What follows belongs to an exercise in optimizing a design on an open flow for small area, a short achievable clock period and few clock cycles per item; a production flow would make more cautious choices.
In this exercise RTL edits were held to simulation tests only and were not proved equivalent to the original.
Power is estimated from default activity; no workload was simulated.

==> design/flow/design.v <==
`default_nettype none
package cache_pkg;
    typedef enum logic [1:0] {
        MesiInvalid   = 2'b00,
        MesiShared    = 2'b01,
        MesiExclusive = 2'b10,
        MesiModified  = 2'b11
    } mesiState;
    typedef enum logic [2:0] {
        StIdle,
        StLookup,
        StWriteBack,
        StFill,
        StUpgrade,
        StUpdate,
        StDone
    } ctrlState;
    typedef enum logic [2:0] {
        OpNone,
        OpRead,
        OpReadEx,
        OpInvalidate,
        OpWriteBack
    } busOp;
endpackage
`default_nettype wire
`timescale 1ns/1ps
`default_nettype none
module cache_top (
    input  logic                     clk,
    input  logic                     reset,
    input  logic                     cpuRead,
    input  logic                     cpuWrite,
    input  logic [32-1:0] cpuAddr,
    input  logic [32-1:0] cpuWriteData,
    output logic [32-1:0] cpuReadData,
    output logic                     cpuDone,
    output logic                     busReq,
    input  logic                     busGnt,
    output logic [32-1:0] busAddr,
    output logic [32-1:0] busWriteData,
    output logic                     busRead,
    output logic                     busReadEx,
    output logic                     busInvalidate,
    output logic                     memWrite,
    input  logic [32-1:0] busReadData,
    input  logic                     dataInBus,
    input  logic                     sharedIn,
    input  logic                     memWriteDone,
    input  logic                     allInvalidationDone,
    input  logic                     snoopValid,
    input  logic                     snoopInvalidate,
    input  logic [32-1:0] snoopAddr,
    output logic                     invalidationDone
);
    localparam int TW = 26;
    localparam int DW = 32;
    localparam int IW = 4;
    localparam int NS = 16;
    localparam int NW = 4;
    localparam logic [1:0] StIdle = 2'd0;
    localparam logic [1:0] StBus  = 2'd1;
    localparam logic [1:0] StDone = 2'd2;
    logic [NS-1:0][NW-1:0][TW-1:0] lineTag;
    logic [NS-1:0][NW-1:0][1:0]    lineState;
    logic [NS-1:0][NW-1:0][DW-1:0] lineData;
    logic [NS-1:0][1:0]            pointer;
    logic [1:0] state;
    logic          req;
    logic [IW-1:0] cpuIdx;
    logic [IW-1:0] snpIdx;
    logic [TW-1:0] cpuTag;
    logic [TW-1:0] tag;
    logic [3:0]    selHi;
    logic [3:0]    selLo;
    logic [NS-1:0] setSelVec;
    assign req    = cpuRead | cpuWrite;
    assign cpuIdx = cpuAddr[2 +: IW];
    assign snpIdx = snoopAddr[2 +: IW];
    assign cpuTag = cpuAddr[32-1 -: TW];
    assign tag    = snoopValid ? snoopAddr[32-1 -: TW] : cpuTag;
    always_comb
    begin
        for (int k = 0; k < 4; k++)
        begin
            selHi[k] = snoopValid ? (snpIdx[3:2] == 2'(k)) : (cpuIdx[3:2] == 2'(k));
            selLo[k] = snoopValid ? (snpIdx[1:0] == 2'(k)) : (cpuIdx[1:0] == 2'(k));
        end
        for (int s = 0; s < NS; s++)
            setSelVec[s] = selHi[s / 4] && selLo[s % 4];
    end
    logic [3:0][NW-1:0][TW-1:0] grpTag;
    logic [3:0][NW-1:0][1:0]    grpState;
    logic [3:0][NW-1:0]         grpMatch;
    always_comb
    begin
        grpTag   = '0;
        grpState = '0;
        for (int lo = 0; lo < 4; lo++)
            for (int k = 0; k < 4; k++)
            begin
                grpTag[lo]   = grpTag[lo]   | ({(NW*TW){selHi[k]}} & lineTag[k*4 + lo]);
                grpState[lo] = grpState[lo] | ({(NW*2){selHi[k]}}  & lineState[k*4 + lo]);
            end
        for (int lo = 0; lo < 4; lo++)
            for (int w = 0; w < NW; w++)
                grpMatch[lo][w] = (grpState[lo][w] != cache_pkg::MesiInvalid) &&
                                  (grpTag[lo][w] == tag);
    end
    logic [NW-1:0][TW-1:0] setTag;
    logic [NW-1:0][1:0]    setState;
    logic [NW-1:0][DW-1:0] setData;
    logic [1:0]            ptrWay;
    logic [NW-1:0]         hitVec;
    logic [NW-1:0]         freeVec;
    always_comb
    begin
        setTag   = '0;
        setState = '0;
        hitVec   = '0;
        for (int lo = 0; lo < 4; lo++)
        begin
            setTag   = setTag   | ({(NW*TW){selLo[lo]}} & grpTag[lo]);
            setState = setState | ({(NW*2){selLo[lo]}}  & grpState[lo]);
            hitVec   = hitVec   | ({NW{selLo[lo]}}      & grpMatch[lo]);
        end
        setData  = '0;
        ptrWay   = '0;
        for (int s = 0; s < NS; s++)
        begin
            setData  = setData  | ({(NW*DW){setSelVec[s]}} & lineData[s]);
            ptrWay   = ptrWay   | ({2{setSelVec[s]}}       & pointer[s]);
        end
        for (int w = 0; w < NW; w++)
            freeVec[w] = (setState[w] == cache_pkg::MesiInvalid);
    end
    logic          hit;
    logic [DW-1:0] hitData;
    logic [NW-1:0] ownVec;
    logic          freeFound;
    logic [1:0]    freeWay;
    logic [1:0]    hitWay;
    logic [1:0]    victim;
    logic          victimDirty;
    always_comb
    begin
        hitData = '0;
        for (int w = 0; w < NW; w++)
        begin
            hitData   = hitData | ({DW{hitVec[w]}} & setData[w]);
            ownVec[w] = hitVec[w] && setState[w][1];
        end
    end
    assign hit    = |hitVec;
    assign hitWay = {hitVec[3] | hitVec[2], hitVec[3] | hitVec[1]};
    assign freeFound   = |freeVec;
    assign freeWay     = freeVec[0] ? 2'd0 : freeVec[1] ? 2'd1 : freeVec[2] ? 2'd2 : 2'd3;
    assign victim      = freeFound ? freeWay : ptrWay;
    assign victimDirty = !freeFound && (setState[ptrWay] == cache_pkg::MesiModified);
    logic idleReq;
    logic snoopHit;
    assign idleReq  = (state == StIdle) && req;
    assign snoopHit = (state == StIdle) && snoopValid && snoopInvalidate && hit;
    logic [NS-1:0] setQ;
    logic [1:0]    wayQ;
    logic          isWriteQ;
    logic          noFreeQ;
    logic          hitWrQ;
    logic [DW-1:0] readQ;
    logic          busReqQ;
    logic          opWbQ;
    logic          opRdQ;
    logic          opRdxQ;
    logic          opInvQ;
    logic [TW-1:0] busTagQ;
    logic [IW-1:0] busIdxQ;
    logic [DW-1:0] busDataQ;
    logic wbDone;
    logic fillDone;
    logic upgDone;
    assign wbDone   = opWbQ && memWriteDone;
    assign fillDone = (opRdQ || opRdxQ) && dataInBus;
    assign upgDone  = opInvQ && allInvalidationDone;
    always_ff @(posedge clk)
    begin
        if (reset)
        begin
            state   <= StIdle;
            busReqQ <= 1'b0;
            opWbQ   <= 1'b0;
            opRdQ   <= 1'b0;
            opRdxQ  <= 1'b0;
            opInvQ  <= 1'b0;
        end
        else
        begin
            case (state)
                StIdle:
                begin
                    if (idleReq)
                    begin
                        if (hit && (!cpuWrite || (|ownVec)))
                            state <= StDone;
                        else
                        begin
                            state   <= StBus;
                            busReqQ <= 1'b1;
                            opWbQ   <= !hit && victimDirty;
                            opRdQ   <= !hit && !victimDirty && !cpuWrite;
                            opRdxQ  <= !hit && !victimDirty && cpuWrite;
                            opInvQ  <= hit;
                        end
                    end
                end
                StBus:
                begin
                    if (wbDone)
                    begin
                        opWbQ  <= 1'b0;
                        opRdQ  <= !isWriteQ;
                        opRdxQ <= isWriteQ;
                    end
                    else if (fillDone || upgDone)
                    begin
                        state   <= StIdle;
                        busReqQ <= 1'b0;
                        opRdQ   <= 1'b0;
                        opRdxQ  <= 1'b0;
                        opInvQ  <= 1'b0;
                    end
                end
                default:
                    state <= StIdle;
            endcase
        end
    end
    always_ff @(posedge clk)
    begin
        if (idleReq)
        begin
            setQ     <= setSelVec;
            wayQ     <= hit ? hitWay : victim;
            isWriteQ <= cpuWrite;
            noFreeQ  <= !freeFound;
            hitWrQ   <= cpuWrite;
            readQ    <= hitData;
            busTagQ  <= setTag[ptrWay];
            busIdxQ  <= cpuIdx;
            busDataQ <= setData[ptrWay];
        end
        else if (state == StBus && (!opWbQ || wbDone))
            busTagQ <= cpuTag;
    end
    assign busReq        = busReqQ;
    assign memWrite      = busGnt && opWbQ;
    assign busRead       = busGnt && opRdQ;
    assign busReadEx     = busGnt && opRdxQ;
    assign busInvalidate = busGnt && opInvQ;
    assign busAddr       = {busTagQ, busIdxQ, {2{1'b0}}};
    assign busWriteData  = busDataQ;
    assign cpuDone     = (state == StDone) || fillDone || upgDone;
    assign cpuReadData = opRdQ ? busReadData : readQ;
    logic          upd;
    logic          tagUpd;
    logic [1:0]    newState;
    logic [DW-1:0] newData;
    assign upd     = ((state == StDone) && hitWrQ) || fillDone || upgDone;
    assign tagUpd  = fillDone;
    assign newData = opRdQ ? busReadData : cpuWriteData;
    assign newState = !opRdQ ? cache_pkg::MesiModified :
                      sharedIn ? cache_pkg::MesiShared : cache_pkg::MesiExclusive;
    for (genvar s = 0; s < NS; s++)
    begin : g_set
        for (genvar w = 0; w < NW; w++)
        begin : g_way
            logic reqSel;
            logic snpSel;
            assign reqSel = upd && setQ[s] && (wayQ == 2'(w));
            assign snpSel = snoopHit && setSelVec[s] && hitVec[w];
            always_ff @(posedge clk)
            begin
                if (reset)
                    lineState[s][w] <= cache_pkg::MesiInvalid;
                else if (reqSel)
                    lineState[s][w] <= newState;
                else if (snpSel)
                    lineState[s][w] <= cache_pkg::MesiInvalid;
            end
            always_ff @(posedge clk)
            begin
                if (reqSel && tagUpd)
                    lineTag[s][w] <= cpuTag;
            end
            always_ff @(posedge clk)
            begin
                if (reqSel)
                    lineData[s][w] <= newData;
            end
        end
        always_ff @(posedge clk)
        begin
            if (reset)
                pointer[s] <= '0;
            else if (fillDone && noFreeQ && setQ[s])
                pointer[s] <= pointer[s] + 2'd1;
        end
    end
    always_ff @(posedge clk)
    begin
        if (reset)
            invalidationDone <= 1'b0;
        else
            invalidationDone <= snoopHit;
    end
endmodule
`default_nettype wire
==> design/flow/flow/run.sh <==
#!/bin/bash
# Standard ORFS layout, with a tighter setup margin for timing repair
bash standard.sh SETUP_SLACK_MARGIN=8 finish > standard.log 2>&1
==> design/flow/standard.sh <==
#!/bin/bash
# synth_recipe.tcl (not shown) runs the flow's synth.tcl, then flattens the netlist and writes it again
# the make line also repeats each setting of config.mk as NAME=value (left out here)
make -C /OpenROAD-flow-scripts/flow DESIGN_CONFIG=/design/flow/config.mk WORK_HOME=/design/flow/orfs CLKGATE_MAP_FILE= SYNTH_SCRIPT=/design/flow/synth_recipe.tcl "${@:-finish}"
==> design/flow/config.mk <==
export PLATFORM = sky130hd
export DESIGN_NAME = cache_top
export DESIGN_NICKNAME = cache_top
export VERILOG_FILES = /design/flow/design.v
export SDC_FILE = /design/flow/constraint.sdc
export NUM_CORES = 4
export LEC_CHECK = 0
export CAP_MARGIN = 20
export CORE_MARGIN = 2
export CORE_UTILIZATION = 35
export PLACE_DENSITY = 0.45
export SETUP_SLACK_MARGIN = 5
export SLEW_MARGIN = 20
==> design/flow/constraint.sdc <==
create_clock -name core_clock -period 14.0 [get_ports {clk}]
set_input_delay 2.8000 -clock core_clock [delete_from_list [all_inputs] [get_ports {clk}]]
set_output_delay 2.8000 -clock core_clock [all_outputs]
set_load 0.01 [all_outputs]
==> metrics.cfg, run 1 <==
[timing]
timing.final.ws_setup_ns = 7.672
relSlewSlack_pct = 20.60
setup_violations = 0
grt_setup_unrepaired = true
fin_crit_sh_pct = 45.20
fin_worst_skew_ns = 0.07305
finalHoldViolCount = 0
finalSetupTns_ns = 0
report.final.slew_viol_count = 0
tightest_slew_ns = 1.191
fin_crit_ns = 6.328
fmax_ghz = 0.1580

[cells_and_area]
final_cell_mix = edfxtp_1, nand2_1, a22oi_1
layout_commonest_cell = edfxtp_1
area_growth_pct = 20.41
drive_above_1_share_pct = 18.09
final_area_sq_um = 195600
nNetsFinal = 11790

[placement]
place_congestion = 0.9352
numPortBuffers = 235
hpwl_mm = 409.5
dp_slack_ns = 3.957
placed_cell_area_sq_um = 173900

[floorplanning]
start_util_pct = 35.09
die-area_sq_um = 469600
coreArea_sq_um = 462900
die_y_um = 685.3
rows = 250
fp.dieW_um = 685.3
pin_count = 242

[pwr]
power_frac_clock_pct = 41.4
cellPowerDensity_nw_per_um2 = 141.8
intPower_uw = 20680
total_power_uw = 27740
pwr-share-seq_pct = 48.1
ir_drop_uv = 118.4
swShare_pct = 25.45
p_leak_uw = 0.06457
combPwrFrac_pct = 10.5
switching_power_uw = 7061

[detailed_routing]
via_per_inst = 6.175
vias = 112400
ant_nets = 0
firstDrtPassIters = 8
drt_iter0_drc = 17320
wire_per_inst_um = 41.30
topRoutingLayerUsed = met5
routed_wirelength_mm = 751.6
drc_errors = 0
dr_wl_met2_mm = 338.1
wl_met3_mm = 72.40
wl_met1_mm = 291.5

[worst_hold_path]
hp-start = lineState[118]
holdPathEnd = lineState[118]
hold_path_class = reg2reg
whs_path_depth = 2

[clocking]
clk_pin_slew_ns = 0.06
clock_latency_ns = 1.05
cts_tree = built
cts_buffers = 437
clockBufferDepth = 4
hold_buffers = 0
clock_sinks = 3994
cts_root_buf = clkbuf_16
htree_levels = 5

[yosys]
synthXorXnorAreaFrac_pct = 2.087
syn_area_sq_um = 162400
synth-simple-area-share_pct = 6.248
synth_fa_ha_area_share_pct = 0
synth_seq_cells = 3994
synth_cell_types = 94
seq_area_frac_synth_pct = 72.80
async_flop_share_pct = 0
synth-compound-area-share_pct = 11.57
synth_cells = 10900
synth_edf_count = 3826
yosys_warnings = 1
synth_flop_cell = edfxtp_1
synth_top_family_by_area = compound AO/OA/AOI/OAI gates
synth_mux_area_share_pct = 4.720
avgSynthCellArea_sq_um = 14.90

[global_routing]
grt_pass1_vias = 105600
track_usage_pct = 30.56
grt-ovfl-total = 0
grt_max_degree = 110
grt_pass1_wl_mm = 974.0
grt_antenna_before_repair = 58

[worst_setup_path]
critPathMaxFanout = 2
setup.worst_path.class = in2out
r2r_start = opRdQ
endpoint_kind = primary output
cp_data_required_time_ns = 11.20
r2r_slack_ns = 8.32
worstSetupStartpointType = input port
r2r_cells = 31
regToRegEndpoint = lineData[2003]
cp.arrival_ns = 3.53

[outcome]
outcome = no timing/DRC/antenna violations

[run]
drv_cap = 0

-- critical path, cell delays in order --
cell and delay, ns:
buf_12 0.12, o21ai_4 0.09, nand2_2 0.11, a21o_4 0.25, buf_6 0.14
-- power by group through the flow --
stage / Clock [uW] / Combinational [uW] / Sequential [uW]
floorplan: 0 / 1180 / 13600
global placement: 0 / 2480 / 13600
detailed placement: 0 / 2500 / 13600
CTS: 11600 / 2760 / 13400
global route: 12000 / 2950 / 13400
finish: 11500 / 2910 / 13400
-- metal layers --
| layer | GRT usage, % | vias to the layer above |
|---|---|---|
| li1 | - | 44540 |
| met1 | 40.75 | 59030 |
| met2 | 47.82 | 7194 |
| met3 | 5.436 | 1610 |
| met4 | 16.05 | 10 |
| met5 | 0 | - |
-- worst max-delay path by stage --
stage,from,to,depth (start not counted)
CTS,dataInBus,cpuDone,5
global placement,snoopValid,busReqQ,18
finish,dataInBus,cpuDone,5
floorplan,snoopValid,busReqQ,17
global route,dataInBus,cpuDone,5
detailed placement,snoopAddr[4],busTagQ[5],13
-- per-stage QoR --
step                      hold WS (ns)  utilization (%)  cells
after floorplan                 0.4187                -  10900
after global placement          0.4344            37.48  16930
after CTS                       0.4487            41.89  18090
after detailed placement        0.4381            37.55  16940
after global routing            0.4701            42.24  18180
final                           0.4486            42.25  18200
-- what timing repair did --
item	CTS	global route
cloned	59	17
pin swaps	61	43
setup endpoints to repair	1901	512
buffers inserted	296	70
endpoints found under the hold margin	0	0
resized for setup	882	174
-- cells by family after synthesis --
kind of cell              count (synthesis)
xor gates and xnor gates                387
muxes                                   654
DFF                                    3994
other                                     1
buffers and inverters                   954
AOI/OAI and AO/OA                      2704
and+or+nand+nor                        2208
-- synth_stat cells, types with 104 or more instances --
| library cell | number | area, sq um |
|---|---|---|
| nand2_1 | 1089 | 4088 |
| clkbuf_1 | 433 | 1625 |
| edfxtp_1 | 3826 | 114900 |
| xnor2_1 | 347 | 3039 |
| buf_1 | 104 | 390.4 |
| buf_2 | 132 | 660.6 |
| a22oi_1 | 806 | 6051 |
| nand4_1 | 218 | 1364 |
| dfxtp_1 | 168 | 3363 |
| nand3_1 | 176 | 880.8 |
| a221o_1 | 106 | 1061 |
| a22o_1 | 214 | 1874 |
| o21ai_0 | 771 | 3859 |
| a21oi_1 | 139 | 695.7 |
| mux2i_1 | 505 | 5055 |
| inv_1 | 194 | 728.2 |
| nor2_1 | 332 | 1246 |
-- sequential cells by signal, indices dropped and copies added (netlist names), 4 cells and up --
signal,cells
lineTag,1664
setQ,16
busDataQ,32
busIdxQ,4
lineState,128
lineData,2048
busTagQ,26
readQ,32
pointer,32
-- cell type report --
| type | instances | area (sq um) |
|---|---|---|
| repair buffers | 1033 | 11210 |
| repair inverters | 12 | 122.6 |
| clock buffers | 533 | 11420 |
| inverters | 202 | 1069 |
| diodes | 21 | 52.55 |
| clock inverters | 262 | 2542 |
| multi-input cells | 5968 | 43190 |
| flip-flops and latches | 3994 | 118300 |
| well taps | 6174 | 7725 |
| fillers | 41700 | 267400 |
Testbench counts, summed over its fixed seeds: cycles 100,378, accesses 24,000.
==> run 2: changes to the inputs <==
--- a/design/flow/design.v
+++ b/design/flow/design.v
@@ -174,2 +174,4 @@
     logic          opInvQ;
+    logic          fillingQ;
+    logic          doneQ;
     logic [TW-1:0] busTagQ;
@@ -181,3 +183,3 @@
     assign wbDone   = opWbQ && memWriteDone;
-    assign fillDone = (opRdQ || opRdxQ) && dataInBus;
+    assign fillDone = fillingQ && dataInBus;
     assign upgDone  = opInvQ && allInvalidationDone;
@@ -193,2 +195,4 @@
             opInvQ  <= 1'b0;
+            fillingQ <= 1'b0;
+            doneQ   <= 1'b0;
         end
@@ -196,2 +200,3 @@
         begin
+            doneQ <= idleReq && hit && (!cpuWrite || (|ownVec));
             case (state)
@@ -210,2 +215,3 @@
                             opRdxQ  <= !hit && !victimDirty && cpuWrite;
+                            fillingQ <= !hit && !victimDirty;
                             opInvQ  <= hit;
@@ -221,2 +227,3 @@
                         opRdxQ <= isWriteQ;
+                        fillingQ <= 1'b1;
                     end
@@ -228,2 +235,3 @@
                         opRdxQ  <= 1'b0;
+                        fillingQ <= 1'b0;
                         opInvQ  <= 1'b0;
@@ -260,3 +268,3 @@
     assign busWriteData  = busDataQ;
-    assign cpuDone     = (state == StDone) || fillDone || upgDone;
+    assign cpuDone     = doneQ || fillDone || upgDone;
     assign cpuReadData = opRdQ ? busReadData : readQ;
==> design/flow/flow/run.sh (replaced) <==
#!/bin/bash
# Standard ORFS layout with a tighter setup margin for timing repair and a
# clock tree of clkbuf_8 cells without dummy loads
bash standard.sh SETUP_SLACK_MARGIN=8 \
  "CTS_ARGS=-sink_clustering_enable -repair_clock_nets -dont_use_dummy_load -buf_list sky130_fd_sc_hd__clkbuf_8" \
  finish > standard.log 2>&1
==> metrics.cfg, run 2 <==
[floorplanning]
die_y_um = 688.3  ; was 685.3 um
fp.dieW_um = 688.3  ; was 685.3 um
coreArea_sq_um = 467000  ; was 462900 sq um
rows = 251  ; was 250
die-area_sq_um = 473800  ; was 469600 sq um
pin_count = 242  ; unchanged
start_util_pct = 35.10  ; was 35.09%

[global_routing]
grt_antenna_before_repair = 66  ; was 58
grt_max_degree = 111  ; was 110
grt_pass1_vias = 108500  ; was 105600
grt_pass1_wl_mm = 1000  ; was 974.0 mm
track_usage_pct = 31.24  ; was 30.56%
grt-ovfl-total = 0  ; unchanged

[detailed_routing]
drt_iter0_drc = 17390  ; was 17320
drc_errors = 0  ; unchanged
wire_per_inst_um = 42.06  ; was 41.30 um
vias = 114400  ; was 112400
routed_wirelength_mm = 764.0  ; was 751.6 mm
via_per_inst = 6.298  ; was 6.175
ant_nets = 0  ; unchanged
firstDrtPassIters = 7  ; was 8

[cells_and_area]
nFillCells = 41930  ; was 41700
multi_input_area_sq_um = 45700  ; was 43190 sq um
largest_reg_flops = 2048  ; unchanged
top_regs = lineData (2048), lineTag (1664), lineState (128)  ; unchanged
seq_area_sq_um = 118300  ; about the same
drive_above_1_share_pct = 21.89  ; was 18.09%
instances_no_fill = 18170  ; was 18200
layout_commonest_cell = edfxtp_1  ; unchanged
top_register = lineData  ; unchanged
final_util_pct = 41.78  ; was 42.25%
area_growth_pct = 19.03  ; was 20.41%
final_cell_mix = edfxtp_1, nand2_1, buf_4  ; was edfxtp_1, nand2_1, a22oi_1
final_area_sq_um = 195100  ; was 195600 sq um
nNetsFinal = 12070  ; was 11790

[placement]
numPortBuffers = 235  ; unchanged
place_congestion = 0.9874  ; was 0.9352
hpwl_mm = 428.9  ; was 409.5 mm
placed_cell_area_sq_um = 175400  ; was 173900 sq um
dp.cells = 16850  ; was 16940

[outcome]
outcome = no timing/DRC/antenna violations  ; unchanged

[timing]
setup_violations = 0  ; unchanged
fmax_ghz = 0.1589  ; was 0.1580 GHz
fin_crit_ns = 6.292  ; was 6.328 ns
tightest_slew_ns = 1.332  ; was 1.191 ns
report.final.slew_viol_count = 0  ; unchanged
finalHoldViolCount = 0  ; unchanged
fin_crit_sh_pct = 44.95  ; was 45.20%
relSlewSlack_pct = 10.58  ; was 20.60%
finalSetupTns_ns = 0  ; unchanged
fin_worst_skew_ns = 0.09473  ; was 0.07305 ns
grt_setup_unrepaired = true  ; unchanged

[worst_setup_path]
cp.arrival_ns = 3.49  ; was 3.53 ns
cp_data_required_time_ns = 11.20  ; about the same
worst-path-buf-inv = 2  ; unchanged
slowest_delay_ns = 0.28  ; was 0.25 ns
critPathSlowestCell = or2_4  ; was a21o_4
cp_cell_sequence = buf_12, nand2_8, nand2_4, or2_4, buf_6  ; was buf_12, o21ai_4, nand2_2, a21o_4, buf_6
critPathMaxFanout = 2  ; unchanged
setup.worst_path.class = in2out  ; unchanged
worstSetupStartpointType = input port  ; unchanged
endpoint_kind = primary output  ; unchanged
path_delay_family = simple AND/OR/NAND/NOR gates  ; was compound AO/OA/AOI/OAI gates

[yosys]
synth_area_leaders = edfxtp_1, mux2i_1, a22o_1  ; was edfxtp_1, a22oi_1, mux2i_1
synth_top_area_cell = edfxtp_1  ; unchanged
seq_area_frac_synth_pct = 72.17  ; was 72.80%
async_flop_share_pct = 0  ; unchanged
yosys_warnings = 1  ; unchanged
synth_cell_types = 102  ; was 94
synth_cells = 10740  ; was 10900
synth_edf_count = 3826  ; unchanged
ys_top_cells_by_count = edfxtp_1, nand2_1, mux2i_1  ; was edfxtp_1, nand2_1, a22oi_1
synth_top_area_share_pct = 70.10  ; was 70.73%
synth_seq_cells = 3996  ; was 3994
syn_area_sq_um = 163900  ; was 162400 sq um
synth_flop_cell = edfxtp_1  ; unchanged
synth.most_common_cell = edfxtp_1  ; unchanged
avgSynthCellArea_sq_um = 15.27  ; was 14.90 sq um

[clocking]
cts_buffers = 683  ; was 437
clockBufferDepth = 4  ; unchanged
clock_latency_ns = 1.32  ; was 1.05 ns
clk_pin_slew_ns = 0.06  ; about the same
cts_tree = built  ; unchanged
clock_sinks = 3996  ; was 3994
htree_levels = 6  ; was 5
cts_root_buf = clkbuf_8  ; was clkbuf_16
hold_buffers = 0  ; unchanged

[pwr]
total_power_uw = 25600  ; was 27740 uW
cellPowerDensity_nw_per_um2 = 131.2  ; was 141.8 nW/um^2
p_leak_uw = 0.06494  ; was 0.06457 uW
ir_drop_uv = 110.6  ; was 118.4 uV

[worst_hold_path]
hold_path_class = reg2reg  ; unchanged

[run]
drv_cap = 0  ; unchanged

[run 2: cell count changes after synthesis, sizes merged, moves of 37 or more]
cell	previous run	this run
a221o	106	430
o21ai	793	447
clkbuf	436	366
mux2i	515	664
a21oi	139	252
buf	316	362
a21boi	47	10
o22ai	103	51
a22o	214	529
o211ai	41	160
a22oi	806	138
inv	197	150
nand4	219	116
[run 2: final cells by class]
class | count | area share, %
multi-input combinational | 5876 | 23.42
tap | 6198 | 3.975
sequential | 3996 | 60.64
inverter | 150 | 0.4464
clock buffer | 683 | 4.818
antenna | 37 | 0.04746
timing repair inverter | 6 | 0.02822
timing repair buffer | 1220 | 6.624
[run 2: repair_timing]
item / CTS / global route
setup buffers: 449 / 60
endpoints found under the setup margin: 332 / 893
cloned: 71 / 11
gates resized for setup: 1057 / 232
endpoints found under the hold margin: 0 / 0
pin swaps: 51 / 40
[run 2: stage by stage]
stage | hold slack, ns | setup WS (ns)
after floorplan | 0.4499 | 7.994
after global placement | 0.4748 | 4.046
after detailed placement | 0.4820 | 4.223
after CTS | 0.4895 | 7.702
after global routing | 0.5096 | 7.722
final | 0.4900 | 7.708
[run 2: layer usage]
layer | global-route usage, % | routed length, um | share of wire (%)
met1 | 41.45 | 299600 | 39
met2 | 47.97 | 338500 | 44
met3 | 7.199 | 78620 | 10
met4 | 16.03 | 47150 | 6.2
met5 | 0 | 167 | 0.022
[run 2: worst reg2reg max path, delay by kind of cell (launching register included)]
family | cells | cell delay, ns
buf+inv | 31 | 4.35
flops | 1 | 0.75
simple gates | 1 | 0.20
compound gates | 1 | 0.06
[run 2: final timing paths]
kind / from / end / slack, ns / cells past startpoint
worst min-delay path: lineState[96] / lineState[96] / 0.49 / 2
worst min register to register: lineState[96] / lineState[96] / 0.49 / 2
worst max-delay path: dataInBus / cpuDone / 7.71 / 5
worst max register to register: opRdQ / lineData[1973] / 8.26 / 33
[run 2: report_power, final]
group | internal (uW) | leakage [uW] | switching, uW
Combinational | 1050 | 0.0240 | 2360
Sequential | 13400 | 0.0360 | 71.4
Clock | 4270 | 0.00491 | 4420
[run 2: cells by family after synthesis]
group / count (synthesis) / share of synthesized area (%)
buf+inv: 878 / 2.539
xor+xnor: 368 / 1.966
compound gates: 2513 / 11.73
other cells: 1 / 0.002288
simple gates: 2169 / 5.960
mux: 810 / 5.634
flops: 3996 / 72.17
Testbench counts of run 2, summed over its fixed seeds: cycles 100,378, accesses 24,000.
==> run 3: changes to the inputs <==
==> design/flow/flow/run.sh (replaced) <==
#!/bin/bash
# Standard ORFS layout with a tighter setup margin for timing repair and a
# clock tree of larger sink clusters without dummy loads
bash standard.sh SETUP_SLACK_MARGIN=8 \
  "CTS_ARGS=-sink_clustering_enable -repair_clock_nets -dont_use_dummy_load -sink_clustering_size 20 -sink_clustering_max_diameter 80 -buf_list sky130_fd_sc_hd__clkbuf_16" \
  finish > standard.log 2>&1
--- a/design/flow/config.mk
+++ b/design/flow/config.mk
@@ -9,4 +9,4 @@
 export CORE_MARGIN = 2
-export CORE_UTILIZATION = 35
-export PLACE_DENSITY = 0.45
+export CORE_UTILIZATION = 40
+export PLACE_DENSITY = 0.5
 export SETUP_SLACK_MARGIN = 5
==> metrics.cfg, run 3 <==
[timing]
fin_worst_skew_ns = 0.09398  ; was 0.09473 ns
report.final.slew_viol_count = 0  ; unchanged
grt_setup_unrepaired = true  ; unchanged
fin_crit_ns = 6.528  ; was 6.292 ns
finalHoldViolCount = 0  ; unchanged
relSlewSlack_pct = 8.135  ; was 10.58%
fmax_ghz = 0.1532  ; was 0.1589 GHz
fin_crit_sh_pct = 46.63  ; was 44.95%
setup_violations = 0  ; unchanged
finalSetupTns_ns = 0  ; unchanged
tightest_slew_ns = 1.378  ; was 1.332 ns

[worst_setup_path]
setup.worst_path.class = in2reg  ; was in2out
critPathMaxFanout = 18  ; was 2
r2r_start = opRdQ  ; unchanged
regToRegEndpoint = lineData[517]  ; was lineData[1973]
r2r_cells = 32  ; was 33
worstSetupStartpointType = input port  ; unchanged
cp.arrival_ns = 7.37  ; was 3.49 ns
r2r_slack_ns = 8.09  ; was 8.26 ns
endpoint_kind = flip-flop  ; was primary output
cp_data_required_time_ns = 14.84  ; was 11.20 ns
cp-startpoint = snoopValid  ; was dataInBus
cp-endpoint = lineState[8]  ; was cpuDone

[global_routing]
grt_max_degree = 94  ; was 111
grt_antenna_before_repair = 56  ; was 66
grt-ovfl-total = 0  ; unchanged
grt_pass1_vias = 104000  ; was 108500
track_usage_pct = 34.52  ; was 31.24%
grt_pass1_wl_mm = 966.9  ; was 1000 mm

[cells_and_area]
area_growth_pct = 17.12  ; was 19.03%
drive_above_1_share_pct = 19.50  ; was 21.89%
multi_input_area_sq_um = 46690  ; was 45700 sq um
top_regs = lineData (2048), lineTag (1664), lineState (128)  ; unchanged
nNetsFinal = 11620  ; was 12070
seq_area_sq_um = 118300  ; unchanged
top_register = lineData  ; unchanged
largest_reg_flops = 2048  ; unchanged
layout_commonest_cell = edfxtp_1  ; unchanged
nFillCells = 35290  ; was 41930
final_cell_mix = edfxtp_1, nand2_1, buf_4  ; unchanged

[yosys]
yosys_warnings = 1  ; unchanged
avgSynthCellArea_sq_um = 15.27  ; unchanged
seq_area_frac_synth_pct = 72.17  ; unchanged
ys_top_cells_by_count = edfxtp_1, nand2_1, mux2i_1  ; unchanged
synth_cells = 10740  ; unchanged
synth_edf_count = 3826  ; unchanged
synth_cell_types = 102  ; unchanged
synth_top_area_cell = edfxtp_1  ; unchanged
synth.most_common_cell = edfxtp_1  ; unchanged
synth_flop_cell = edfxtp_1  ; unchanged
syn_area_sq_um = 163900  ; unchanged
async_flop_share_pct = 0  ; unchanged
synth_top_area_share_pct = 70.10  ; unchanged
synth_seq_cells = 3996  ; unchanged
synth_area_leaders = edfxtp_1, mux2i_1, a22o_1  ; unchanged

[floorplanning]
coreArea_sq_um = 408700  ; was 467000 sq um
rows = 235  ; was 251
pin_count = 242  ; unchanged
die_y_um = 644.1  ; was 688.3 um
start_util_pct = 40.10  ; was 35.10%
die-area_sq_um = 414900  ; was 473800 sq um
fp.dieW_um = 644.1  ; was 688.3 um

[clocking]
cts_root_buf = clkbuf_16  ; was clkbuf_8
htree_levels = 4  ; was 6
hold_buffers = 0  ; unchanged
cts_tree = built  ; unchanged
clock_latency_ns = 1.03  ; was 1.32 ns
clockBufferDepth = 4  ; unchanged
clock_sinks = 3996  ; unchanged
cts_buffers = 235  ; was 683
clk_pin_slew_ns = 0.08  ; was 0.06 ns

[placement]
hpwl_mm = 416.1  ; was 428.9 mm
place_congestion = 1.036  ; was 0.9874
numPortBuffers = 235  ; unchanged

[pwr]
ir_drop_uv = 126.2  ; was 110.6 uV
total_power_uw = 23750  ; was 25600 uW
p_leak_uw = 0.06327  ; was 0.06494 uW
cellPowerDensity_nw_per_um2 = 123.7  ; was 131.2 nW/um^2

[detailed_routing]
via_per_inst = 6.669  ; was 6.298
drc_errors = 0  ; unchanged
wire_per_inst_um = 44.00  ; was 42.06 um
ant_nets = 0  ; unchanged
routed_wirelength_mm = 746.1  ; was 764.0 mm
firstDrtPassIters = 9  ; was 7
drt_iter0_drc = 17670  ; was 17390
vias = 113100  ; was 114400

[outcome]
outcome = no timing/DRC/antenna violations  ; unchanged

[run]
drv_cap = 0  ; unchanged

[worst_hold_path]
hold_path_class = reg2reg  ; unchanged

## run 3: cell count changes in the layout (fill, tap and decap cells not counted), moves of 13 or more
cell | previous run | this run
buf_4 | 778 | 725
nor4_4 | 19 | 5
o221ai_4 | 2 | 26
mux2i_2 | 98 | 78
clkbuf_16 | 8 | 257
clkbuf_8 | 684 | 1
a311oi_1 | 53 | 40
a31oi_1 | 90 | 76
o221ai_1 | 45 | 17
nor4_1 | 75 | 91
## run 3: cells by family after synthesis
logic type / share of synthesized area, %
muxes: 5.634
other: 0.002288
AOI/OAI and AO/OA: 11.73
and+or+nand+nor: 5.960
DFF: 72.17
buffers and inverters: 2.539
xor gates and xnor gates: 1.966
## run 3: layout make-up
type / instances / share of cell area (%)
Inverter: 150 / 0.4360
Sequential cell: 3996 / 61.62
Tap cell: 5451 / 3.553
Multi-Input combinational cell: 5877 / 24.32
Timing Repair inverter: 5 / 0.02412
Timing Repair Buffer: 1211 / 6.940
Clock buffer: 235 / 3.063
Antenna cell: 31 / 0.04041
## run 3: per-layer routing
| layer | GRT usage (%) | up-vias | share of wire (%) |
|---|---|---|---|
| met1 | 44.51 | 59140 | 37 |
| met5 | 0 | - | 0.018 |
| met4 | 22.15 | 20 | 7.9 |
| met2 | 52.93 | 8039 | 44 |
| li1 | - | 43960 | - |
| met3 | 7.491 | 1917 | 11 |
## run 3: power by group
group / internal (uW) / switching [uW] / total, uW / leakage (uW)
registers: 13400 / 61.7 / 13500 / 0.0360
clock network: 2960 / 3900 / 6860 / 0.00290
logic: 1050 / 2380 / 3440 / 0.0244
total: 17400 / 6340 / 23800 / 0.0633
## run 3: stage by stage
| step | hold WS, ns | setup WS (ns) | util, % | cells | cell area [sq um] |
|---|---|---|---|---|---|
| finish | 0.4948 | 7.472 | 46.97 | 16960 | 192000 |
| global route | 0.5155 | 7.635 | 46.96 | 16930 | 191900 |
| CTS | 0.4968 | 7.823 | 46.04 | 16790 | 188200 |
| floorplan | 0.4499 | 7.994 | - | 10740 | 163900 |
| global placement | 0.4746 | 3.751 | 42.55 | 16080 | 173900 |
| detailed placement | 0.4833 | 3.812 | 42.57 | 16080 | 174000 |
## run 3: worst min-delay path by stage
stage | from | to | slack [ns] | cells past startpoint
4_1_cts | lineState[36] | lineState[36] | 0.50 | 2
2_1_floorplan | opRdxQ | opRdxQ | 0.45 | 1
3_3_place_gp | lineState[16] | lineState[16] | 0.47 | 2
6_report | lineState[45] | lineState[45] | 0.49 | 2
5_1_grt | lineState[125] | lineState[125] | 0.52 | 2
3_5_place_dp | lineState[36] | lineState[36] | 0.48 | 2
## run 3: worst max-delay path, stage by stage
cell and delay (ns):
buf_16 0.13, buf_4 0.13, buf_12 0.11, bufbuf_16 0.31, mux2i_4 0.23, buf_4 0.65, xnor2_1 0.16, nor4_1 0.31
nand4_1 0.65, o32ai_2 0.34, buf_4 0.24, a311oi_4 0.09, buf_12 0.21, buf_12 0.12, nand2b_4 0.25, clkbuf_16 0.25
o211ai_1 0.19, a21oi_1 0.10
## run 3: what timing repair did
item                                    4_1_cts  5_1_grt
buffers inserted                            406      105
cloned                                       61       27
pin swaps                                    58       68
endpoints found under the setup margin      274      748
gates resized for setup                    1162      379
==> run 4: changes to the inputs <==
--- a/design/flow/config.mk
+++ b/design/flow/config.mk
@@ -9,4 +9,4 @@
 export CORE_MARGIN = 2
-export CORE_UTILIZATION = 40
-export PLACE_DENSITY = 0.5
+export CORE_UTILIZATION = 45
+export PLACE_DENSITY = 0.55
 export SETUP_SLACK_MARGIN = 5
==> metrics.cfg, run 4 <==
[worst_hold_path]
hp-start = lineState[112]  ; was lineState[45]
holdPathEnd = lineState[112]  ; was lineState[45]
whs_path_depth = 2  ; unchanged
hold_path_class = reg2reg  ; unchanged

[pwr]
cellPowerDensity_nw_per_um2 = 123.5  ; was 123.7 nW/um^2
combPwrFrac_pct = 14.7  ; was 14.5%
p_leak_uw = 0.06408  ; was 0.06327 uW
ir_drop_uv = 112.8  ; was 126.2 uV
power_frac_clock_pct = 28.7  ; was 28.9%
swShare_pct = 26.53  ; was 26.69%
switching_power_uw = 6314  ; was 6340 uW
pwr-share-seq_pct = 56.6  ; was 56.7%
intPower_uw = 17490  ; was 17410 uW

[global_routing]
grt_pass1_wl_mm = 961.7  ; was 966.9 mm
track_usage_pct = 38.47  ; was 34.52%
grt_pass1_vias = 106300  ; was 104000
grt_max_degree = 104  ; was 94
grt-ovfl-total = 0  ; unchanged
grt_antenna_before_repair = 62  ; was 56

[yosys]
synth_flop_cell = edfxtp_1  ; unchanged
synth_area_leaders = edfxtp_1, mux2i_1, a22o_1  ; unchanged
synthXorXnorAreaFrac_pct = 1.966  ; unchanged
ys_top_cells_by_count = edfxtp_1, nand2_1, mux2i_1  ; unchanged
synth-simple-area-share_pct = 5.960  ; unchanged
synth_cell_types = 102  ; unchanged
yosys_warnings = 1  ; unchanged
synth_seq_cells = 3996  ; unchanged
synth_mux_area_share_pct = 5.634  ; unchanged
synth_fa_ha_area_share_pct = 0  ; unchanged
avgSynthCellArea_sq_um = 15.27  ; unchanged
synth_edf_count = 3826  ; unchanged
synth_top_area_share_pct = 70.10  ; unchanged
synth_top_area_cell = edfxtp_1  ; unchanged
syn_area_sq_um = 163900  ; unchanged
synth-compound-area-share_pct = 11.73  ; unchanged
seq_area_frac_synth_pct = 72.17  ; unchanged
synth_cells = 10740  ; unchanged
async_flop_share_pct = 0  ; unchanged
synth_top_family_by_area = compound AO/OA/AOI/OAI gates  ; unchanged
synth.most_common_cell = edfxtp_1  ; unchanged

[clocking]
clockBufferDepth = 4  ; unchanged
cts_buffers = 235  ; unchanged
clk_pin_slew_ns = 0.09  ; was 0.08 ns
hold_buffers = 0  ; unchanged
cts_root_buf = clkbuf_16  ; unchanged
clock_sinks = 3996  ; unchanged
clock_latency_ns = 1.03  ; about the same
cts_tree = built  ; unchanged
htree_levels = 4  ; unchanged

[detailed_routing]
firstDrtPassIters = 7  ; was 9
wire_per_inst_um = 44.70  ; was 44.00 um
drc_errors = 0  ; unchanged
routed_wirelength_mm = 735.9  ; was 746.1 mm
vias = 115500  ; was 113100
drt_iter0_drc = 20660  ; was 17670
via_per_inst = 7.014  ; was 6.669
ant_nets = 0  ; unchanged

[worst_setup_path]
endpoint_kind = flip-flop  ; unchanged
r2r_slack_ns = 7.98  ; was 8.09 ns
cp_data_required_time_ns = 14.75  ; was 14.84 ns
critPathMaxFanout = 15  ; was 18
r2r_start = opRdQ  ; unchanged
r2r_cells = 31  ; was 32
cp.arrival_ns = 6.92  ; was 7.37 ns
regToRegEndpoint = lineData[1821]  ; was lineData[517]
setup.worst_path.class = in2reg  ; unchanged
worstSetupStartpointType = input port  ; unchanged

[floorplanning]
die_y_um = 607.5  ; was 644.1 um
start_util_pct = 45.21  ; was 40.10%
coreArea_sq_um = 362500  ; was 408700 sq um
die-area_sq_um = 369100  ; was 414900 sq um
fp.dieW_um = 607.5  ; was 644.1 um
pin_count = 242  ; unchanged
rows = 221  ; was 235

[timing]
grt_setup_unrepaired = true  ; unchanged
fin_worst_skew_ns = 0.09310  ; was 0.09398 ns
fmax_ghz = 0.1620  ; was 0.1532 GHz
fin_crit_sh_pct = 44.10  ; was 46.63%
report.final.slew_viol_count = 0  ; unchanged
finalSetupTns_ns = 0  ; unchanged
relSlewSlack_pct = 19.22  ; was 8.135%
fin_crit_ns = 6.173  ; was 6.528 ns
finalHoldViolCount = 0  ; unchanged
tightest_slew_ns = 1.209  ; was 1.378 ns
setup_violations = 0  ; unchanged

[cells_and_area]
layout_commonest_cell = edfxtp_1  ; unchanged
nFillCells = 29180  ; was 35290
area_growth_pct = 17.56  ; was 17.12%
multi_input_area_sq_um = 46730  ; was 46690 sq um
nNetsFinal = 11770  ; was 11620
top_register = lineData  ; unchanged
seq_area_sq_um = 118300  ; unchanged
final_cell_mix = edfxtp_1, nand2_1, buf_4  ; unchanged
drive_above_1_share_pct = 20.56  ; was 19.50%
top_regs = lineData (2048), lineTag (1664), lineState (128)  ; unchanged
largest_reg_flops = 2048  ; unchanged
final_area_sq_um = 192700  ; was 192000 sq um

[run]
drv_cap = 0  ; unchanged

[outcome]
outcome = no timing/DRC/antenna violations  ; unchanged

[placement]
hpwl_mm = 391.1  ; was 416.1 mm
placed_cell_area_sq_um = 173100  ; was 174000 sq um
numPortBuffers = 235  ; unchanged
place_congestion = 0.9966  ; was 1.036

[run 4: kinds of logic after synthesis]
family	Yosys count
muxes	810
other	1
DFF	3996
AOI/OAI and AO/OA	2513
and+or+nand+nor	2169
xor gates and xnor gates	368
buffers and inverters	878
[run 4: power by group through the flow]
| stage | logic [uW] | registers, uW | clock network (uW) |
|---|---|---|---|
| floorplan | 1310 | 13700 | 0 |
| global placement | 2650 | 13700 | 0 |
| detailed placement | 2680 | 13700 | 0 |
| CTS | 3190 | 13500 | 6830 |
| global route | 3510 | 13500 | 7200 |
| finish | 3500 | 13500 | 6830 |
[run 4: how the worst max path moves through the flow]
stage / start / end / slack [ns]
5_1_grt: dataInBus / cpuDone / 7.83
3_5_place_dp: snoopAddr[5] / busTagQ[16] / 3.73
2_1_floorplan: cpuAddr[4] / busTagQ[24] / 7.99
6_report: cpuAddr[4] / readQ[19] / 7.83
4_1_cts: dataInBus / cpuDone / 7.82
3_3_place_gp: snoopAddr[5] / busTagQ[16] / 3.76
[run 4: timing repair]
item	in CTS	in global routing
buffers inserted	569	90
endpoints found under the setup margin	408	1126
pin swaps	97	68
cloned	86	18
gates resized for setup	1278	319
[run 4: layer usage]
metal / GRT usage, % / vias up / wire (um)
met5: 0 / - / 200
met4: 26.11 / 28 / 64030
met3: 9.452 / 2332 / 88920
met2: 57.78 / 9351 / 322000
met1: 49.45 / 59470 / 260700
li1: - / 44280 / -
[run 4: cell type report]
cell class                 count  share of cell area, %
timing repair inverter        12                0.05844
inverter                     150                 0.4526
tap                         4794                  3.113
clock buffer                 235                  3.052
antenna                       42                0.05454
multi-input combinational   5875                  24.25
sequential                  3996                  61.39
timing repair buffer        1358                  7.623
[run 4: per-stage QoR]
step	cells	utilization, %	total power, uW	setup WS (ns)	hold WS [ns]
global placement	15400	47.69	16380	3.762	0.4741
global route	16430	53.13	24190	7.833	0.5063
CTS	16300	52.39	23490	7.816	0.4932
floorplan	10740	-	15050	7.994	0.4499
detailed placement	15410	47.75	16420	3.730	0.4798
finish	16460	53.15	23800	7.827	0.4921
[run 4: worst max-delay path, stage by stage]
cell	delay (ns)
buf_6	0.12
buf_12	0.15
mux2_8	0.40
buf_16	0.21
buf_12	0.13
buf_16	0.16
buf_12	0.14
mux2i_4	0.34
xnor2_1	0.21
nor4_1	0.49
o21ai_0	0.18
o32ai_1	0.30
a311o_2	0.19
buf_12	0.15
buf_16	0.16
buf_4	0.22
buf_4	0.21
a21oi_1	0.09
o221ai_1	0.17
==> run 5: changes to the inputs <==
==> design/flow/flow/run.sh (replaced) <==
#!/bin/bash
# Standard ORFS layout with a tighter setup margin for timing repair and a
# clock tree of larger sink clusters without dummy loads
bash standard.sh SETUP_SLACK_MARGIN=8.5 \
  "CTS_ARGS=-sink_clustering_enable -repair_clock_nets -dont_use_dummy_load -sink_clustering_size 20 -sink_clustering_max_diameter 80 -buf_list sky130_fd_sc_hd__clkbuf_16" \
  finish > standard.log 2>&1
--- a/design/flow/config.mk
+++ b/design/flow/config.mk
@@ -9,4 +9,4 @@
 export CORE_MARGIN = 2
-export CORE_UTILIZATION = 45
-export PLACE_DENSITY = 0.55
+export CORE_UTILIZATION = 35
+export PLACE_DENSITY = 0.45
 export SETUP_SLACK_MARGIN = 5
==> metrics.cfg, run 5 <==
[timing]
grt_setup_unrepaired = true  ; unchanged
finalHoldViolCount = 0  ; unchanged
fin_worst_skew_ns = 0.1318  ; was 0.09310 ns
finalSetupTns_ns = 0  ; unchanged
timing.final.ws_setup_ns = 7.721  ; was 7.827 ns
fin_crit_sh_pct = 44.85  ; was 44.10%
holdWs_ns = 0.4883  ; was 0.4921 ns
tightest_slew_ns = 1.259  ; was 1.209 ns
setup_violations = 0  ; unchanged
fin_crit_ns = 6.279  ; was 6.173 ns
relSlewSlack_pct = 16.06  ; was 19.22%
fmax_ghz = 0.1593  ; was 0.1620 GHz
report.final.slew_viol_count = 0  ; unchanged

[yosys]
synth_flop_cell = edfxtp_1  ; unchanged
synth_edf_count = 3826  ; unchanged
synth-compound-area-share_pct = 11.73  ; unchanged
yosys_warnings = 1  ; unchanged
synth-simple-area-share_pct = 5.960  ; unchanged
synth_top_area_cell = edfxtp_1  ; unchanged
synth_top_family_by_area = compound AO/OA/AOI/OAI gates  ; unchanged
synth_cells = 10740  ; unchanged
synth_top_area_share_pct = 70.10  ; unchanged
synthXorXnorAreaFrac_pct = 1.966  ; unchanged
avgSynthCellArea_sq_um = 15.27  ; unchanged
seq_area_frac_synth_pct = 72.17  ; unchanged
synth.most_common_cell = edfxtp_1  ; unchanged
synth_seq_cells = 3996  ; unchanged
async_flop_share_pct = 0  ; unchanged
synth_fa_ha_area_share_pct = 0  ; unchanged
syn_area_sq_um = 163900  ; unchanged
synth_area_leaders = edfxtp_1, mux2i_1, a22o_1  ; unchanged
ys_top_cells_by_count = edfxtp_1, nand2_1, mux2i_1  ; unchanged
synth_mux_area_share_pct = 5.634  ; unchanged
synth_cell_types = 102  ; unchanged

[detailed_routing]
via_per_inst = 6.408  ; was 7.014
routed_wirelength_mm = 794.5  ; was 735.9 mm
firstDrtPassIters = 7  ; unchanged
vias = 113800  ; was 115500
drt_iter0_drc = 18200  ; was 20660
wire_per_inst_um = 44.75  ; was 44.70 um
ant_nets = 0  ; unchanged
drc_errors = 0  ; unchanged

[worst_setup_path]
cp_data_required_time_ns = 11.20  ; was 14.75 ns
r2r_cells = 32  ; was 31
worstSetupStartpointType = input port  ; unchanged
cp.arrival_ns = 3.48  ; was 6.92 ns
critPathMaxFanout = 2  ; was 15
setup.worst_path.class = in2out  ; was in2reg
endpoint_kind = primary output  ; was flip-flop
regToRegEndpoint = lineData[957]  ; was lineData[1821]
r2r_start = opRdQ  ; unchanged
r2r_slack_ns = 8.90  ; was 7.98 ns

[cells_and_area]
top_register = lineData  ; unchanged
seq_area_sq_um = 118300  ; unchanged
multi_input_area_sq_um = 49890  ; was 46730 sq um
nNetsFinal = 11670  ; was 11770
drive_above_1_share_pct = 22.76  ; was 20.56%
top_regs = lineData (2048), lineTag (1664), lineState (128)  ; unchanged
area_growth_pct = 21.29  ; was 17.56%
final_cell_mix = edfxtp_1, nand2_1, buf_4  ; unchanged
largest_reg_flops = 2048  ; unchanged
nFillCells = 41630  ; was 29180
layout_commonest_cell = edfxtp_1  ; unchanged

[floorplanning]
fp.dieW_um = 688.3  ; was 607.5 um
rows = 251  ; was 221
die-area_sq_um = 473800  ; was 369100 sq um
coreArea_sq_um = 467000  ; was 362500 sq um
start_util_pct = 35.10  ; was 45.21%
die_y_um = 688.3  ; was 607.5 um
pin_count = 242  ; unchanged

[worst_hold_path]
hold_path_class = reg2reg  ; unchanged
holdPathEnd = lineState[114]  ; was lineState[112]
whs_path_depth = 2  ; unchanged
hp-start = lineState[114]  ; was lineState[112]

[pwr]
p_leak_uw = 0.06501  ; was 0.06408 uW
ir_drop_uv = 119.1  ; was 112.8 uV
total_power_uw = 24090  ; was 23800 uW
cellPowerDensity_nw_per_um2 = 121.2  ; was 123.5 nW/um^2

[placement]
place_congestion = 0.9804  ; was 0.9966
dp_slack_ns = 3.500  ; was 3.730 ns
hpwl_mm = 425.7  ; was 391.1 mm
numPortBuffers = 235  ; unchanged

[global_routing]
track_usage_pct = 32.27  ; was 38.47%
grt-ovfl-total = 0  ; unchanged
grt_max_degree = 103  ; was 104
grt_pass1_vias = 105400  ; was 106300
grt_pass1_wl_mm = 1022  ; was 961.7 mm
grt_antenna_before_repair = 75  ; was 62

[clocking]
cts_buffers = 240  ; was 235
clock_latency_ns = 1.07  ; was 1.03 ns
clockBufferDepth = 4  ; unchanged
clk_pin_slew_ns = 0.06  ; was 0.09 ns
clock_sinks = 3996  ; unchanged
htree_levels = 4  ; unchanged
cts_root_buf = clkbuf_16  ; unchanged
cts_tree = built  ; unchanged

[outcome]
outcome = no timing/DRC/antenna violations  ; unchanged

[run]
drv_cap = 0  ; unchanged

## run 5: cell counts after synthesis
Identical to the previous run, type by type.
## run 5: stage by stage
step                util, %  cell area [sq um]  std cells
floorplan                 -             165800      10740
global placement      37.67             175900      16810
detailed placement    37.74             176300      16830
CTS                   41.69             194700      17560
global route          42.56             198700      17730
finish                42.57             198800      17750
## run 5: layout make-up
cell class,instances,share of cell area (%)
Sequential cell,3996,59.50
Multi-Input combinational cell,5880,25.09
Timing Repair Buffer,1236,7.877
Tap cell,6198,3.901
Clock buffer,240,3.021
Inverter,150,0.4418
Timing Repair inverter,24,0.1227
Antenna cell,30,0.03776
## run 5: worst max-delay path by stage
stage	startpoint	end
final	dataInBus	cpuDone
after detailed placement	cpuAddr[4]	lineState[92]
after floorplan	cpuAddr[4]	busReqQ
after global placement	cpuAddr[4]	lineState[92]
after global routing	allInvalidationDone	cpuDone
after CTS	dataInBus	cpuDone
## run 5: critical path, stage by stage
cell and delay [ns]:
buf_16 0.12, nand2_8 0.06, nand2_4 0.06, or2_4 0.28, buf_6 0.14
## run 5: timing repair
| action | 4_1_cts | 5_1_grt |
|---|---|---|
| setup buffers | 362 | 139 |
| gates cloned | 129 | 26 |
| setup endpoints to repair | 2582 | 328 |
| hold endpoints to repair | 0 | 0 |
| pin swaps | 201 | 135 |
| gates resized for setup | 1678 | 404 |
| hold buffers | 0 | 0 |
## run 5: layer usage
metal	vias to the layer above	track usage, %	wire (um)
li1	44100	-	-
met1	60040	41.53	300000
met2	7778	50.64	358500
met3	1832	7.010	80190
met4	20	18.10	55640
met5	-	0	124
## run 5: power breakdown
part | total, uW | leakage [uW] | internal (uW) | switching [uW]
clock network | 6980 | 0.00296 | 3020 | 3960
logic | 3650 | 0.0261 | 1170 | 2480
registers | 13500 | 0.0360 | 13400 | 66.1
total | 24100 | 0.0650 | 17600 | 6500
## run 5: cell families (layout without fill, tap and decap cells)
logic type      count (synthesis)  after routing
compound gates               2513           2513
other cells                     1             32
mux                           810            816
flops                        3996           3996
xor+xnor                      368            368
simple gates                 2169           2181
buf+inv                       878           1650

[separate check: timing with driven ports]
The flow's constraints put no driver on any port. The routed layouts listed below were extracted and timed again, unchanged, in two steps.
Step 1 sets driving cells, clkbuf_16 on the clock port and buf_2 on the other inputs (assumed; they add their load-dependent delay and slew).
Step 2 also shifts input and output timing later by t, the mid clock arrival at the registers, as if the neighbouring blocks saw the same clock.
a / b / c = no drivers / after step 1 / after step 2; a / b = the first two.
run	shift t [ns]	slack for setup (ns)	worst data-port slew with drivers (ns)
run 1	1.147	7.672 / 7.624 / 6.699	0.28
run 2	1.379	7.708 / 7.577 / 6.198	0.40
run 3	1.099	7.472 / 7.324 / 6.225	0.28
run 4	1.090	7.827 / 7.599 / 6.509	0.39
run 5	1.111	7.721 / 7.474 / 6.363	0.50
After both steps setup and hold are still met in every run listed. For run 2, which loses most, drivers alone change the setup slack by -0.131 ns; drivers and shift together by -1.510 ns.
